This is an optimization exercise on Yosys and OpenROAD, whose aim is a short achievable clock period and few clock cycles, not a production implementation.
The RTL was checked by simulation tests, not by an equivalence proof against the original design.
Power is estimated from default activity; no workload was simulated.

v6:
==> flow/design.v (excerpt) <==
module cpu_top (
    input  logic            clk,
    input  logic            rst,
    input  logic [cpu_pkg::XLEN-1:0] instr_in,
    input  logic [cpu_pkg::XLEN-1:0] pmem_data_in,
    output logic [cpu_pkg::XLEN-1:0] pc,
    output logic [cpu_pkg::XLEN-1:0] pmem_data_out,
    output logic [cpu_pkg::XLEN-1:0] pmem_addr_out,
    output logic            pmem_write
);
    localparam int BTB_N = 4;
    logic [15:0] fpc;                  
    logic        d_valid;              
    logic [15:0] d_pc, d_pc1;          
    logic [11:0] d_hi_p, d_hi_m;       
    logic        d_bhit;               
    logic        d_bany;               
    logic        e_valid;              
    logic        e_park;               
    logic        e_park1;              
    logic [1:0]  e_cnt_a, e_cnt_b;     
    logic        e_fast;               
    logic        e_lfa, e_lfb, e_lfs;  
    logic [15:0] e_pc, e_pc1;          
    logic [15:0] e_pred;               
    logic        e_dg;                 
    logic [15:0] e_dtgt;
    logic [15:0] e_jt_d, e_pc1_d;      
    logic        e_dsel;
    logic [15:0] e_jtgt;               
    logic        e_mm_seq;             
    logic        e_mmt;                
    logic        e_alu, e_ld, e_st, e_jmp, e_jform, e_immf;
    logic        e_jneg;               
    logic        e_c_always, e_c_zero, e_c_nz, e_c_neg;
    logic [7:0]  e_sel;                
    logic        e_sub;
    logic [2:0]  e_dst;
    logic [7:0]  e_amask;              
    logic [7:0]  e_lmask;              
    logic        e_zok;                
    logic [15:0] e_zc;
    logic [15:0] opa, opb, sdata;      
    logic [7:0]  r_mask;               
    logic [15:0] r_res;
    logic [15:0] r_fa, r_fb, r_fs;     
  ...
export LEC_CHECK = 0
export CAP_MARGIN = 20
export CORE_MARGIN = 2
export CORE_UTILIZATION = 40
export SETUP_SLACK_MARGIN = 2.6
export SLEW_MARGIN = 20
export SYNTH_HIERARCHICAL = 1
export SYNTH_MINIMUM_KEEP_SIZE = 0
create_clock -name core_clock -period 5.0 [get_ports {clk}]
run.sh (not shown) runs the stock make flow with config.mk's settings and CLKGATE_MAP_FILE= SYNTH_SCRIPT=/design/flow/synth_recipe.tcl, a recipe that flattens the netlist after the stock synthesis.
v6 | stages: all done | timing, DRC, antenna: all pass
Testbench counts of v6, summed over its fixed seeds: cycles 30,602.
[inputs] v7 vs v6
-- flow/design.v --
<<< v6, line 275
    assign take_z  = e_jmp && (e_c_always || e_c_zero || (e_c_neg && a_x[15]));
    assign take_n  = e_jmp && (e_c_always || e_c_nz || (e_c_neg && a_x[15]));
    logic mmt_x;
    assign mmt_x   = e_dg ? e_mmt : e_jform ? (e_jtgt != e_pred) : (b_x != e_pred);
    assign mis_z   = e_valid && (take_z ? mmt_x : e_mm_seq);
    assign mis_n   = e_valid && (take_n ? mmt_x : e_mm_seq);
    assign tgt_x   = e_jform ? e_jtgt : b_x;
    assign act_z   = take_z ? tgt_x : e_pc1;
>>> v7, line 275
    assign take_z  = e_jmp && (e_c_always || e_c_zero || (e_c_neg && a_x[15]));
    assign take_n  = e_jmp && (e_c_always || e_c_nz || (e_c_neg && a_x[15]));
    assign mis_z   = e_valid && (take_z ? e_mmt : e_mm_seq);
    assign mis_n   = e_valid && (take_n ? e_mmt : e_mm_seq);
    assign tgt_x   = e_jform ? e_jtgt : b_x;
    assign act_z   = take_z ? tgt_x : e_pc1;
<<< v6, line 454
            e_jtgt     <= jtgt_d;
            e_mm_seq   <= d_ex ? d_ex_take : (d_sp || (d_pc1 != fpc));
            e_mmt      <= d_ex && !d_ex_take;
            e_zok      <= is_alu && immf && ((op == 3'd0) || (op == 3'd1) || (op == 3'd4));
            e_zc       <= (op == 3'd0) ? (16'h0 - imm_se) : imm_se;
>>> v7, line 452
            e_jtgt     <= jtgt_d;
            e_mm_seq   <= d_ex ? d_ex_take : (d_sp || (d_pc1 != fpc));
            e_mmt      <= !form ? 1'b1 :
                          d_guess ? (d_ex && !d_ex_take) :
                          !d_bhit && (imm != 4'd1);
            e_zok      <= is_alu && immf && ((op == 3'd0) || (op == 3'd1) || (op == 3'd4));
            e_zc       <= (op == 3'd0) ? (16'h0 - imm_se) : imm_se;
Results
v7 reports its capture point of the worst path as fpc[1] while v6 reports fpc[15]. Share of the core filled with cells was lower in v6 than in v7. From v6 to v7 the numbers moved as follows: worst setup slack increased by 0.13 ns relative to the old numbers, wire length went down about 2%, worst-case headroom to the max-slew limit shrank by 4.9 points, detailed-route vias per instance picked up an extra 0.97%, total number of multi-input combinational cells -1.3%. Antenna cell count (lower): v6. Simple-gate area share of the yosys netlist (v7 over v6): decrease, 0.65 points. Diff v6 -> v7 | area growth from synthesis to layout | increase of 3.4 points. Between v6 and v7, the flow reports internal power summed over all cells decreasing by a few percent. Core footprint: v7 < v6. v7 ends up with higher number of optimization iterations in the first detailed-route pass than v6 does. On total power, v7 does better than v6. v7: flow completed, timing, DRC and antenna clean. v7 and v6 ended up with roughly the same global-route wire length before repair.
Testbench counts of v7, summed over its fixed seeds: cycles 30,664.


## north
Another version of the RTL of cpu_top (not shown whole).
For scale: about 42,000 um2 of cells after synthesis.
Settings: LEC_CHECK=0, CAP_MARGIN=20, CORE_MARGIN=2, CORE_UTILIZATION=40, SETUP_SLACK_MARGIN=2.6, SLEW_MARGIN=20, SYNTH_HIERARCHICAL=1, SYNTH_MINIMUM_KEEP_SIZE=0; clock period 5.0 ns.
Testbench counts of north, summed over its fixed seeds: cycles 30,664.
Changes in south relative to north:
--- a/flow/design.v
+++ b/flow/design.v
@@ -108,12 +108,27 @@
                | ({16{sel[3]}} & (a | b))
                | ({16{sel[4]}} & (a ^ b))
                | ({16{sel[5]}} & (a << b[3:0]))
                | ({16{sel[6]}} & (a >> b[3:0]));
     assign y = ({16{sel[0] | sel[1]}} & sum) | oth | {15'd0, sel[7] & lt};
 endmodule
+module zero_or16 (
+    input  logic [15:0] a,
+    input  logic [15:0] b,
+    output logic        z
+);
+    assign z = ~|(a | b);
+endmodule
+module eq_or16 (
+    input  logic [15:0] a,
+    input  logic [15:0] b,
+    input  logic [15:0] c,
+    output logic        e
+);
+    assign e = ((a | b) == c);
+endmodule
 `timescale 1ns/1ps
 module cpu_top (
     input  logic            clk,
     input  logic            rst,
     input  logic [cpu_pkg::XLEN-1:0] instr_in,
     input  logic [cpu_pkg::XLEN-1:0] pmem_data_in,
@@ -246,16 +261,16 @@
     assign a_m  = a_x | (e_lfa ? pmem_data_in : 16'h0);
     assign b_m  = b_x | (e_lfb ? pmem_data_in : 16'h0);
     assign sd_m = sd_x | (e_lfs ? pmem_data_in : 16'h0);
     alu i_alu (.a(a_x), .b(b_x), .sel(e_sel), .sub(e_sub), .y(alu_y));
     logic [15:0] addr;
     add16 i_addr (.a(a_m), .b(b_m), .cin(1'b0), .s(addr));
-    assign ez = (a_x == e_zc);
+    eq_or16 i_ez (.a(r_fa), .b(opa), .c(e_zc), .e(ez));
     logic zero, take, mispred;
     logic [15:0] actual;
-    assign zero    = (a_x == 16'h0);
+    zero_or16 i_zero (.a(r_fa), .b(opa), .z(zero));
     assign take    = e_jmp && (e_c_always || (e_c_zero && zero) || (e_c_nz && !zero) ||
                                (e_c_neg && a_x[15]));
     assign mispred = e_valid && (take ? e_mmt : e_mm_seq);
     assign actual  = take ? (e_jform ? e_jtgt : b_x) : e_pc1;
     logic [BTB_N-1:0] bhit_v;
     logic        bhit, bany;
@@ -276,20 +291,36 @@
     assign d_adv   = d_go && !stall;
     assign d_park  = d_go && stall;
     assign d_redir = d_go && d_guess;
     assign p_ready = e_fast || ((e_cnt_a <= 2'd1) && (e_cnt_b <= 2'd1));
     logic refetch;
     assign refetch = e_park1 && !p_ready;
+    logic [15:0] fpc_n0, fpc_n1;
+    logic        dval_n0, dval_n1, redir0, redir1;
+    logic        take0, take1;                    
+    assign take0  = (op != 3'd2);
+    assign take1  = (op == 3'd2);
+    assign redir0 = d_go && (d_ex ? (take0 != d_bhit) : d_sp);
+    assign redir1 = d_go && (d_ex ? (take1 != d_bhit) : d_sp);
     always_comb begin
-        if (mispred)      fpc_n = actual;
-        else if (refetch) fpc_n = e_dg ? e_dtgt : e_pred;
-        else if (d_redir) fpc_n = d_tgt;
-        else if (d_park)  fpc_n = fpc;
-        else if (bhit)    fpc_n = btgt;
-        else              fpc_n = fpc1;
+        if (mispred)      fpc_n0 = actual;
+        else if (refetch) fpc_n0 = e_dg ? e_dtgt : e_pred;
+        else if (redir0)  fpc_n0 = (d_ex && !take0) ? d_pc1 : jtgt_d;
+        else if (d_park)  fpc_n0 = fpc;
+        else if (bhit)    fpc_n0 = btgt;
+        else              fpc_n0 = fpc1;
+        if (mispred)      fpc_n1 = actual;
+        else if (refetch) fpc_n1 = e_dg ? e_dtgt : e_pred;
+        else if (redir1)  fpc_n1 = (d_ex && !take1) ? d_pc1 : jtgt_d;
+        else if (d_park)  fpc_n1 = fpc;
+        else if (bhit)    fpc_n1 = btgt;
+        else              fpc_n1 = fpc1;
     end
+    assign dval_n0 = !mispred && !refetch && !redir0 && !d_park;
+    assign dval_n1 = !mispred && !refetch && !redir1 && !d_park;
+    assign fpc_n   = ez ? fpc_n1 : fpc_n0;
     logic [BTB_N-1:0] u_hit_v;
     logic        u_hit;
     always_comb begin
         for (int i = 0; i < BTB_N; i++) u_hit_v[i] = bt_v[i] && (bt_pc[i] == u_pc);
     end
     assign u_hit = |u_hit_v;
@@ -311,13 +342,13 @@
             u_v           <= 1'b0;
             bt_ctd        <= '0;
             bt_last       <= '0;
             for (int i = 0; i < 8; i++) regs[i] <= '0;
         end else begin
             fpc        <= fpc_n;
-            d_valid    <= !mispred && !refetch && !d_redir && !d_park;
+            d_valid    <= ez ? dval_n1 : dval_n0;
             e_valid    <= d_adv || (e_park && p_ready);
             e_park     <= d_park || (e_park && !p_ready);
             e_park1    <= d_park;
             r_mask     <= e_aq;
             m_lmask    <= e_lq;
             w_lmask    <= m_lmask;
==> notes.md <==
Compared with north, south shows a via count that is 2,545 higher. Of the two values seen for start point of the critical path, opa[0]$_DFF_P_ was produced by south and e_sub$_DFFE_PP0N_ by north. Maximum achievable frequency (higher): north. Remaining max-slew budget at the tightest pin: south vs north up 1.8 points. Cell area after technology mapping of south exceeds that of north by a few percent. The core of south is more densely filled than that of north. For initial core utilization, north and south come out practically identical. Pin count of the biggest net entering global routing for south: 4 down relative to north. Compared with north, south shows a higher global-route usage. Changes observed in south relative to north: multi-input gate area in the final layout has increased, number of post-CTS setup repair buffers has increased, non-clock buffer count shows an increase of 35, clock network power share went up. Re number of cells on the critical path: south is 2 up on north.
Testbench counts of south, summed over its fixed seeds: cycles 30,664.

-- port drivers added, routing unchanged --
How much do the figures lean on ideal ports? The routed layouts below were timed once more, with nothing changed but the port constraints. Step 1, drivers: a clkbuf_16 drives clk and a buf_2 each remaining input, both assumed. Step 2 moves the port delays by t, midway between the first and last clock arrival at a register: inputs arrive t later, outputs are due t later. That takes back most of the time a late clock gives input paths. Three values: ideal ports, drivers, drivers and shift; two values: the first two.
run | t (ns) | setup slack, ns | worst setup path after step 2 | clock arrival spread, ns | cell pins on the clock port's net
v6 | 0.757 | 1.959 / 1.959 / 1.249 | input to register | 0.041 / 0.040 | 1
v7 | 0.742 | 2.093 / 2.093 / 1.364 | input to register | 0.035 / 0.035 | 1
north | 0.730 | 2.014 / 2.007 / 1.277 | input to register | 0.049 / 0.049 | 1
south | 0.754 | 1.847 / 1.847 / 1.168 | input to register | 0.067 / 0.067 | 1
After both steps setup and hold are still met in every run listed. For north, which loses most, drivers alone change the setup slack by -0.007 ns; drivers and shift together by -0.737 ns.
